Background: an optimization exercise with open tools, aiming at small area, a short achievable clock period and few clock cycles. Do not read the settings as production practice. In this exercise RTL edits were held to simulation tests only and were not proved equivalent to the original. Power figures rest on the tool's default switching activity, not on a simulated workload.

$ cat design/flow/run.sh
#!/bin/bash
# synth_recipe.tcl (not shown) runs the flow's synth.tcl, then flattens the netlist and writes it again
# the make line also repeats each setting of config.mk as NAME=value (left out here)
make -C /OpenROAD-flow-scripts/flow DESIGN_CONFIG=/design/flow/config.mk WORK_HOME=/design/flow/orfs CLKGATE_MAP_FILE= SYNTH_SCRIPT=/design/flow/synth_recipe.tcl finish
$ cat design/flow/design.v
package rcds_pkg;
  localparam int CMD_W      = 2;
  localparam int ACT_W      = 2;
  localparam int CFG_IDX_W  = 2;
  localparam int CFG_DATA_W = 48;
  localparam int BSL_W      = 5;
  localparam logic [BSL_W-1:0] BSL_MIN   = 5'd9;
  localparam logic [BSL_W-1:0] BSL_MAX   = 5'd17;
  localparam logic [BSL_W-1:0] BSL_RESET = 5'd12;
  localparam int NSLOT       = 4;
  localparam int SLOT_IW     = $clog2(NSLOT);
  localparam int SLOT_COPY   = 0;
  localparam int SLOT_MAIN   = 1;
  localparam int SLOT_HEAD   = 2;
  localparam int SLOT_TAIL   = 3;
  localparam int QUEUE_DEPTH = 2;
  typedef enum logic [CMD_W-1:0] {
    CMD_WRITE = 2'd0,
    CMD_FREE  = 2'd1,
    CMD_FLUSH = 2'd2
  } cmd_t;
  typedef enum logic [ACT_W-1:0] {
    ACT_COPY    = 2'd0,
    ACT_DISCARD = 2'd1,
    ACT_ZERO    = 2'd2
  } act_t;
  typedef enum logic [CFG_IDX_W-1:0] {
    CFG_BLOCK_SIZE_LOG2 = 2'd0,
    CFG_VOLUME_SIZE     = 2'd1
  } cfg_idx_t;
endpackage
import rcds_pkg::*;
module rcds_front #(
  parameter int ADDR_BITS = 48
) (
  input  logic                                                clk,
  input  logic                                                rst,
  input  logic [ADDR_BITS+1:0]                                blk_mask,
  input  logic [ADDR_BITS-1:0]                                vol,
  input  logic                                                in_valid,
  output logic                                                in_ready,
  input  logic [rcds_pkg::CMD_W-1:0]                          command,
  input  logic [ADDR_BITS-1:0]                                offset,
  input  logic signed [ADDR_BITS-1:0]                         length,
  output logic                                                job_push,
  input  logic                                                job_ready,
  output logic [rcds_pkg::NSLOT-1:0]                          job_valid,
  output logic [rcds_pkg::NSLOT-1:0][rcds_pkg::ACT_W-1:0]     job_action,
  output logic [rcds_pkg::NSLOT-1:0][ADDR_BITS:0]             job_start,
  output logic [rcds_pkg::NSLOT-1:0][ADDR_BITS:0]             job_size
);
  localparam int W = ADDR_BITS + 1;
  localparam int X = ADDR_BITS + 2;
  logic                 in_fire;
  logic                 en;
  logic                 pend_valid;
  logic [W-1:0]         pend_start;
  logic [W-1:0]         pend_end;
  logic                 neg;
  logic [ADDR_BITS-1:0] wlen;
  logic [W-1:0]         wend;
  logic                 hit;
  logic                 send;
  logic                 copy_v;
  logic                 a_valid;
  logic                 a_copy_v;
  logic [W-1:0]         a_copy_start;
  logic [W-1:0]         a_copy_size;
  logic                 a_free;
  logic [ADDR_BITS-1:0] a_offset;
  logic [ADDR_BITS-1:0] a_len;
  logic                 a_neg;
  logic [W-1:0]         a_sum;
  logic                 a_over;
  logic                 a_drop;
  logic [W-1:0]         a_end;
  logic [X-1:0]         a_al;
  logic                 b_valid;
  logic                 b_copy_v;
  logic [W-1:0]         b_copy_start;
  logic [W-1:0]         b_copy_size;
  logic                 b_free;
  logic [ADDR_BITS-1:0] b_offset;
  logic [W-1:0]         b_end;
  logic [X-1:0]         b_al;
  logic [X-1:0]         b_bl;
  logic [X-1:0]         b_off;
  logic [X-1:0]         b_endx;
  logic                 b_lt;
  assign job_push = b_valid && (|job_valid);
  assign en       = !job_push || job_ready;
  assign in_ready = en;
  assign in_fire  = in_valid && in_ready;
  assign neg  = length[ADDR_BITS-1];
  assign wlen = neg ? '0 : $unsigned(length);
  assign wend = W'(offset) + W'(wlen);
  assign hit  = pend_valid && (pend_end == W'(offset));
  always_comb begin
    case (command)
      CMD_WRITE: send = !hit;
      CMD_FREE:  send = 1'b1;
      CMD_FLUSH: send = 1'b1;
      default:   send = 1'b0;
    endcase
  end
  assign copy_v = send && pend_valid && (pend_end > pend_start);
  always_ff @(posedge clk) begin
    if (rst) begin
      pend_valid <= 1'b0;
      pend_start <= '0;
      pend_end   <= '0;
    end else if (in_fire) begin
      case (command)
        CMD_WRITE: begin
          pend_valid <= 1'b1;
          pend_end   <= wend;
          if (!hit) begin
            pend_start <= W'(offset);
          end
        end
        CMD_FREE:  pend_valid <= 1'b0;
        CMD_FLUSH: pend_valid <= 1'b0;
        default:   pend_valid <= pend_valid;
      endcase
    end
  end
  always_ff @(posedge clk) begin
    if (rst) begin
      a_valid <= 1'b0;
    end else if (en) begin
      a_valid      <= in_fire;
      a_copy_v     <= in_fire && copy_v;
      a_copy_start <= pend_start;
      a_copy_size  <= pend_end - pend_start;
      a_free       <= in_fire && (command == CMD_FREE);
      a_offset     <= offset;
      a_len        <= $unsigned(length);
      a_neg        <= neg;
    end
  end
  assign a_sum  = W'(a_offset) + W'(a_len);
  assign a_over = a_neg || (a_sum > W'(vol));
  assign a_drop = a_over ? (a_offset >= vol) : (a_len == '0);
  assign a_end  = a_over ? W'(vol) : a_sum;
  assign a_al   = (X'(a_offset) + blk_mask) & ~blk_mask;
  always_ff @(posedge clk) begin
    if (rst) begin
      b_valid <= 1'b0;
    end else if (en) begin
      b_valid      <= a_valid;
      b_copy_v     <= a_valid && a_copy_v;
      b_copy_start <= a_copy_start;
      b_copy_size  <= a_copy_size;
      b_free       <= a_valid && a_free && !a_drop;
      b_offset     <= a_offset;
      b_end        <= a_end;
      b_al         <= a_al;
    end
  end
  assign b_endx = X'(b_end);
  assign b_off  = X'(b_offset);
  assign b_bl   = b_endx & ~blk_mask;
  assign b_lt   = b_al < b_bl;
  always_comb begin
    job_valid[SLOT_COPY]  = b_copy_v;
    job_action[SLOT_COPY] = ACT_COPY;
    job_start[SLOT_COPY]  = b_copy_start;
    job_size[SLOT_COPY]   = b_copy_size;
    job_valid[SLOT_MAIN] = b_free;
    if (b_lt) begin
      job_action[SLOT_MAIN] = ACT_DISCARD;
      job_start[SLOT_MAIN]  = W'(b_al);
      job_size[SLOT_MAIN]   = W'(b_bl - b_al);
    end else begin
      job_action[SLOT_MAIN] = ACT_ZERO;
      job_start[SLOT_MAIN]  = W'(b_offset);
      job_size[SLOT_MAIN]   = b_end - W'(b_offset);
    end
    job_valid[SLOT_HEAD]  = b_free && b_lt && (b_al > b_off);
    job_action[SLOT_HEAD] = ACT_ZERO;
    job_start[SLOT_HEAD]  = W'(b_offset);
    job_size[SLOT_HEAD]   = W'(b_al - b_off);
    job_valid[SLOT_TAIL]  = b_free && b_lt && (b_endx > b_bl);
    job_action[SLOT_TAIL] = ACT_ZERO;
    job_start[SLOT_TAIL]  = W'(b_bl);
    job_size[SLOT_TAIL]   = W'(b_endx - b_bl);
  end
endmodule
module rcds_queue #(
  parameter int WIDTH = 8,
  parameter int DEPTH = 2
) (
  input  logic             clk,
  input  logic             rst,
  input  logic             wr_valid,
  output logic             ready,
  input  logic [WIDTH-1:0] din,
  input  logic             pop,
  output logic             valid,
  output logic [WIDTH-1:0] dout
);
  localparam int PW = (DEPTH > 1) ? $clog2(DEPTH) : 1;
  localparam int CW = $clog2(DEPTH + 1);
  logic [WIDTH-1:0] mem [DEPTH];
  logic [PW-1:0]    wr_ptr;
  logic [PW-1:0]    rd_ptr;
  logic [CW-1:0]    count;
  logic             wr_en;
  assign ready = count != CW'(DEPTH);
  assign valid = count != '0;
  assign dout  = mem[rd_ptr];
  assign wr_en = wr_valid && ready;
  always_ff @(posedge clk) begin
    if (wr_en) begin
      mem[wr_ptr] <= din;
    end
  end
  always_ff @(posedge clk) begin
    if (rst) begin
      wr_ptr <= '0;
      rd_ptr <= '0;
      count  <= '0;
    end else begin
      if (wr_en) begin
        wr_ptr <= (wr_ptr == PW'(DEPTH - 1)) ? '0 : wr_ptr + PW'(1);
      end
      if (pop) begin
        rd_ptr <= (rd_ptr == PW'(DEPTH - 1)) ? '0 : rd_ptr + PW'(1);
      end
      if (wr_en && !pop) begin
        count <= count + CW'(1);
      end else if (pop && !wr_en) begin
        count <= count - CW'(1);
      end
    end
  end
endmodule
import rcds_pkg::*;
module rcds_back #(
  parameter int ADDR_BITS = 48
) (
  input  logic                                            clk,
  input  logic                                            rst,
  input  logic                                            q_valid,
  output logic                                            q_pop,
  input  logic [rcds_pkg::NSLOT-1:0]                      head_valid,
  input  logic [rcds_pkg::NSLOT-1:0][rcds_pkg::ACT_W-1:0] head_action,
  input  logic [rcds_pkg::NSLOT-1:0][ADDR_BITS:0]         head_start,
  input  logic [rcds_pkg::NSLOT-1:0][ADDR_BITS:0]         head_size,
  output logic                                            out_valid,
  input  logic                                            out_ready,
  output logic [rcds_pkg::ACT_W-1:0]                      action,
  output logic [ADDR_BITS:0]                              start_res,
  output logic [ADDR_BITS:0]                              size,
  output logic                                            last
);
  logic [NSLOT-1:0]   done;
  logic [NSLOT-1:0]   rem;
  logic [NSLOT-1:0]   sel;
  logic [SLOT_IW-1:0] idx;
  logic               load;
  logic               fin;
  always_comb begin
    rem = head_valid & ~done;
    idx = '0;
    for (int i = NSLOT - 1; i >= 0; i--) begin
      if (rem[i]) begin
        idx = SLOT_IW'(i);
      end
    end
    sel = (|rem) ? (NSLOT'(1) << idx) : '0;
  end
  assign fin   = (rem & ~sel) == '0;
  assign load  = q_valid && (!out_valid || out_ready);
  assign q_pop = load && fin;
  always_ff @(posedge clk) begin
    if (rst) begin
      out_valid <= 1'b0;
      done      <= '0;
    end else if (load) begin
      out_valid <= 1'b1;
      action    <= head_action[idx];
      start_res <= head_start[idx];
      size      <= head_size[idx];
      last      <= fin;
      done      <= fin ? '0 : (done | sel);
    end else if (out_ready) begin
      out_valid <= 1'b0;
    end
  end
endmodule
import rcds_pkg::*;
module range_coalesce_discard_split #(
  parameter int ADDR_BITS = 48
) (
  input  logic                                 clk,
  input  logic                                 rst,
  input  logic                                 cfg_valid,
  output logic                                 cfg_ready,
  input  logic [rcds_pkg::CFG_IDX_W-1:0]       cfg_index,
  input  logic [rcds_pkg::CFG_DATA_W-1:0]      cfg_data,
  input  logic                                 in_valid,
  output logic                                 in_ready,
  input  logic [rcds_pkg::CMD_W-1:0]           command,
  input  logic [ADDR_BITS-1:0]                 offset,
  input  logic signed [ADDR_BITS-1:0]          length,
  output logic                                 out_valid,
  input  logic                                 out_ready,
  output logic [rcds_pkg::ACT_W-1:0]           action,
  output logic [ADDR_BITS:0]                   start_res,
  output logic [ADDR_BITS:0]                   size,
  output logic                                 last
);
  localparam int W  = ADDR_BITS + 1;
  localparam int X  = ADDR_BITS + 2;
  localparam int QW = NSLOT * (1 + ACT_W + 2 * W);
  logic [X-1:0]                  blk_mask;
  logic [ADDR_BITS-1:0]          vol;
  logic [BSL_W-1:0]              sh_sat;
  logic                          job_push;
  logic                          job_ready;
  logic [NSLOT-1:0]              job_valid;
  logic [NSLOT-1:0][ACT_W-1:0]   job_action;
  logic [NSLOT-1:0][W-1:0]       job_start;
  logic [NSLOT-1:0][W-1:0]       job_size;
  logic                          q_valid;
  logic                          q_pop;
  logic [QW-1:0]                 q_din;
  logic [QW-1:0]                 q_dout;
  logic [NSLOT-1:0]              head_valid;
  logic [NSLOT-1:0][ACT_W-1:0]   head_action;
  logic [NSLOT-1:0][W-1:0]       head_start;
  logic [NSLOT-1:0][W-1:0]       head_size;
  assign cfg_ready = 1'b1;
  always_comb begin
    sh_sat = cfg_data[BSL_W-1:0];
    if (sh_sat < BSL_MIN) begin
      sh_sat = BSL_MIN;
    end else if (sh_sat > BSL_MAX) begin
      sh_sat = BSL_MAX;
    end
  end
  always_ff @(posedge clk) begin
    if (rst) begin
      blk_mask <= (X'(1) << BSL_RESET) - X'(1);
      vol      <= '0;
    end else if (cfg_valid) begin
      case (cfg_index)
        CFG_BLOCK_SIZE_LOG2: blk_mask <= (X'(1) << sh_sat) - X'(1);
        CFG_VOLUME_SIZE:     vol      <= ADDR_BITS'(cfg_data);
        default:             blk_mask <= blk_mask;
      endcase
    end
  end
  rcds_front #(
    .ADDR_BITS (ADDR_BITS)
  ) u_front (
    .clk        (clk),
    .rst        (rst),
    .blk_mask   (blk_mask),
    .vol        (vol),
    .in_valid   (in_valid),
    .in_ready   (in_ready),
    .command    (command),
    .offset     (offset),
    .length     (length),
    .job_push   (job_push),
    .job_ready  (job_ready),
    .job_valid  (job_valid),
    .job_action (job_action),
    .job_start  (job_start),
    .job_size   (job_size)
  );
  assign q_din = {job_valid, job_action, job_start, job_size};
  rcds_queue #(
    .WIDTH (QW),
    .DEPTH (QUEUE_DEPTH)
  ) u_queue (
    .clk      (clk),
    .rst      (rst),
    .wr_valid (job_push),
    .ready    (job_ready),
    .din      (q_din),
    .pop      (q_pop),
    .valid    (q_valid),
    .dout     (q_dout)
  );
  assign {head_valid, head_action, head_start, head_size} = q_dout;
  rcds_back #(
    .ADDR_BITS (ADDR_BITS)
  ) u_back (
    .clk         (clk),
    .rst         (rst),
    .q_valid     (q_valid),
    .q_pop       (q_pop),
    .head_valid  (head_valid),
    .head_action (head_action),
    .head_start  (head_start),
    .head_size   (head_size),
    .out_valid   (out_valid),
    .out_ready   (out_ready),
    .action      (action),
    .start_res   (start_res),
    .size        (size),
    .last        (last)
  );
endmodule
$ cat design/flow/config.mk
export PLATFORM = sky130hd
export DESIGN_NAME = range_coalesce_discard_split
export DESIGN_NICKNAME = range_coalesce_discard_split
export VERILOG_FILES = /design/flow/design.v
export SDC_FILE = /design/flow/constraint.sdc
export NUM_CORES = 4
export LEC_CHECK = 0
export CAP_MARGIN = 20
export CORE_MARGIN = 2
export CORE_UTILIZATION = 40
export PLACE_DENSITY = 0.6
export SLEW_MARGIN = 20
$ cat design/flow/constraint.sdc
create_clock -name core_clock -period 6.5 [get_ports {clk}]
set_input_delay 1.3000 -clock core_clock [delete_from_list [all_inputs] [get_ports {clk}]]
set_output_delay 1.3000 -clock core_clock [all_outputs]
set_load 0.01 [all_outputs]
==> results.cfg <==
[status]
status = complete, no violations

[detailed_routing]
viasPerCell = 5.71
drtPass1Iterations = 6
wl_per_cell_um = 25.9
routed_wl_mm = 250
ant_nets = 0
routed-via-count = 55100
drc = 0
initialDrtViolationCount = 6167

[logic_synthesis]
synthSimpleGateAreaFrac = 0.113
async_reset_ff_frac = 0
synth-seq-cells = 1541
synthMuxAreaShare = 0.0154
syn-cell-area_um2 = 77400
yosysWarnings = 4
synth_edf_count = 1334
ys.flop_type = edfxtp_1
synthAdderAreaFrac = 0.0802
yosysUniqueCellTypes = 97
syn_area_per_cell_um2 = 11.5
synth_compound_area_frac = 0.149
synthCells = 6725
seq_area_frac_synth = 0.571
synth_top_family_by_area = compound AO/OA/AOI/OAI gates
synth_xor_area_frac = 0.0394

[place]
place.gp.congestion = 0.975
dp_hpwl_mm = 192
place_ws_ns = 0.216
portBuffers = 255

[timing]
fmax_ghz = 0.164
setup_viol = 0
tns_ns = 0
worst_slew_pin_slew_ns = 1.23
slew_violations = 0
hold_violations = 0
rsz0062_at_grt = false
period_needed_ns = 6.09
postLayoutSetupSlackWorst_ns = 0.411
post-route-period-util = 0.937
relSlewSlack = 0.176
clock_skew_ns = 0.0311

[setup_path]
cp_slowest_cell = or4_1
critPathTopFamily = compound AO/OA/AOI/OAI gates
reg2reg_depth = 24
regToRegStartpoint = u_front.a_len[0]
critPathRequiredTime_ns = 7.06
crit_path_max_incr_delay_ns = 0.57
path_cells = ha_1 -> inv_1 -> fa_1 -> nor2b_1 -> o31a_1 -> o21a_1 -> o2111a_1 -> o21ai_2 -> o311ai_4 -> o31ai_4 -> o31a_1 -> xnor2_1 -> ha_1 -> nand3_1 -> nor3_1 -> buf_4 -> nand4_1 -> or4_1 -> a31oi_1 -> a211o_1 -> o31ai_2 -> o211ai_4 -> buf_12 -> mux2_2
worstPathArrival_ns = 6.65
start_kind = flop
r2r_slack_ns = 0.41
path_max_fanout = 48
worst_r2r_endpoint = u_front.b_end[5]
cp.buffers_inverters = 3
end_kind = flop
worstSetupPathType = flop to flop

[clock_tree]
path_clk_slew_ns = 0.06
cts_setup_buffers = 0
cts_max_path_buffers = 3
cts_tree = yes
clock_sinks = 1541
postCtsHoldBufs = 0
cts-resized-gates = 0
ctsHtreeMaxLevel = 4
clock-root-buffer = clkbuf_16
clock_latency_ns = 0.82
numCtsBuffers = 162

[die]
dieArea_um2 = 197000
die_y_um = 444
core_area_um2 = 192000
start_util = 0.402
die_width_um = 444
num_rows = 161
boundaryPins = 257

[power]
leakage_uw = 0.0340
powerDensity_nw_per_um2 = 333
irDropWorstVdd_mv = 0.239

[final_layout]
multi_input_area_um2 = 31000
final_cell_mix = edfxtp_1 (1,334), nand2_1 (779), ha_1 (485), a21oi_1 (473), nor2_1 (425)
final_common_cell = edfxtp_1
fill_cells = 17400
drive_gt1_frac = 0.0646
syn_to_final_growth_pct = 14.6
layout.nets = 7616
final-seq-area_um2 = 44200

[min_path]
hold_path_end = u_front.b_copy_start[9]
whs_path_depth = 0
holdCritStartpoint = u_front.a_copy_start[9]
min-delay-path-class = flop to flop

[global_routing]
grt_usage = 0.248
overflow = 0
antenna_found_initial = 14
grt_first_pass_wirelength_mm = 358
grt_pass1_vias = 52600
grt_max_degree = 142

[job]
drv_cap = 0
## where the power goes
part	switching, uW	internal (uW)	leakage, uW	total [uW]
sequential	569	11900	0.0141	12500
clock	4010	5600	0.00271	9610
combinational	4880	2570	0.0171	7450
## through the flow
stage               std cells  hold WS [ns]  area (um^2)  power (uW)  utilization
floorplan                6728         0.400        77500       16900            -
global placement         9332         0.400        83000       20000        0.432
detailed placement       9332         0.405        83100       20100        0.432
CTS                      9634         0.408        88600       29700        0.461
global route             9636         0.410        88700       30800        0.461
finish                   9638         0.415        88700       29500        0.461
## per-layer routing
| layer | GRT usage | vias to the layer above | wire, um |
|---|---|---|---|
| li1 | - | 25700 | - |
| met1 | 0.365 | 26900 | 115000 |
| met2 | 0.357 | 2160 | 104000 |
| met3 | 0.0591 | 291 | 22400 |
| met4 | 0.0845 | 10 | 8380 |
| met5 | 0 | - | 74 |
## cell families after synthesis
logic type | count (synthesis)
buffers and inverters | 636
other | 2
AOI/OAI and AO/OA | 1708
adders and majority gates | 492
muxes | 114
DFF | 1541
xor gates and xnor gates | 348
and+or+nand+nor | 1884
## registers in the layout (all words and copies together), names as in the netlist, 4 cells and up, named ones only
register,count
u_back.start_res,49
u_front.pend_start,48
u_front.b_al,50
u_front.a_copy_start,48
u_back.size,49
u_front.a_offset,48
u_front.b_copy_start,48
blk_mask,49
u_front.a_len,47
u_front.b_copy_size,49
u_front.a_copy_size,49
vol,48
u_front.pend_end,49
u_queue.mem,792
u_front.b_offset,48
u_front.b_end,49
u_back.done,4
## area by class of cell
class / count / share of cell area
clock inverter: 92 / 0.0122
tap: 2526 / 0.0356
clock buffer: 210 / 0.0505
multi-input combinational: 4551 / 0.349
antenna: 3 / 0.0000846
sequential: 1541 / 0.498
inverter: 371 / 0.0157
timing repair buffer: 344 / 0.0386
## synth_stat cells, types with 46 or more instances
cell type,count,share of area
nor2_1,427,0.021
edfxtp_1,1334,0.52
a21o_1,256,0.025
a31oi_1,149,0.012
nand2b_1,101,0.0082
xnor2_1,182,0.021
nand4_1,75,0.0061
and3_1,68,0.0055
a222oi_1,195,0.025
mux2i_1,71,0.0092
nor3_1,50,0.0032
o21ai_0,260,0.017
nand3_1,95,0.0061
nand2_1,779,0.038
dfxtp_1,207,0.054
and2_1,46,0.0037
clkbuf_1,220,0.011
xor2_1,166,0.019
ha_1,485,0.078
inv_1,371,0.018
nor2b_1,95,0.0077
o21bai_1,47,0.0046
a21oi_1,473,0.031
## worst max path at each step
stage                                 from                 to  slack, ns  cells past startpoint
after floorplan           u_queue.count[1]  u_queue.mem[0][0]      -3.79                      2
after global placement    u_front.a_len[0]   u_front.b_end[3]       0.27                     24
after detailed placement  u_front.a_len[0]   u_front.b_end[4]       0.22                     24
after CTS                 u_front.a_len[0]   u_front.b_end[5]       0.18                     24
after global routing      u_front.a_len[0]   u_front.b_end[8]       0.03                     24
final                     u_front.a_len[0]   u_front.b_end[5]       0.41                     24
Testbench counts, summed over its fixed seeds: cycles 5,158.

[re-timing with driven ports]
The flow's constraints put no driver on any port. The routed layout listed below was extracted and timed again, unchanged, in two steps.
Step 1: set_driving_cell puts a clkbuf_16 on clk and a buf_2 on each other input, an assumption about the parent block.
Step 2 also shifts input and output timing later by t, the mid clock arrival at the registers, as if the neighbouring blocks saw the same clock.
a / b / c = ideal / step 1 / step 2; a / b = the first two.
shift t [ns]: 0.889
setup slack, ns: 0.411 / 0.411 / 0.411
worst data-port slew with drivers (ns): 0.08
After both steps this run still meets setup and hold. For this run, drivers alone change the setup slack by 0.000 ns; drivers and shift together by 0.000 ns.
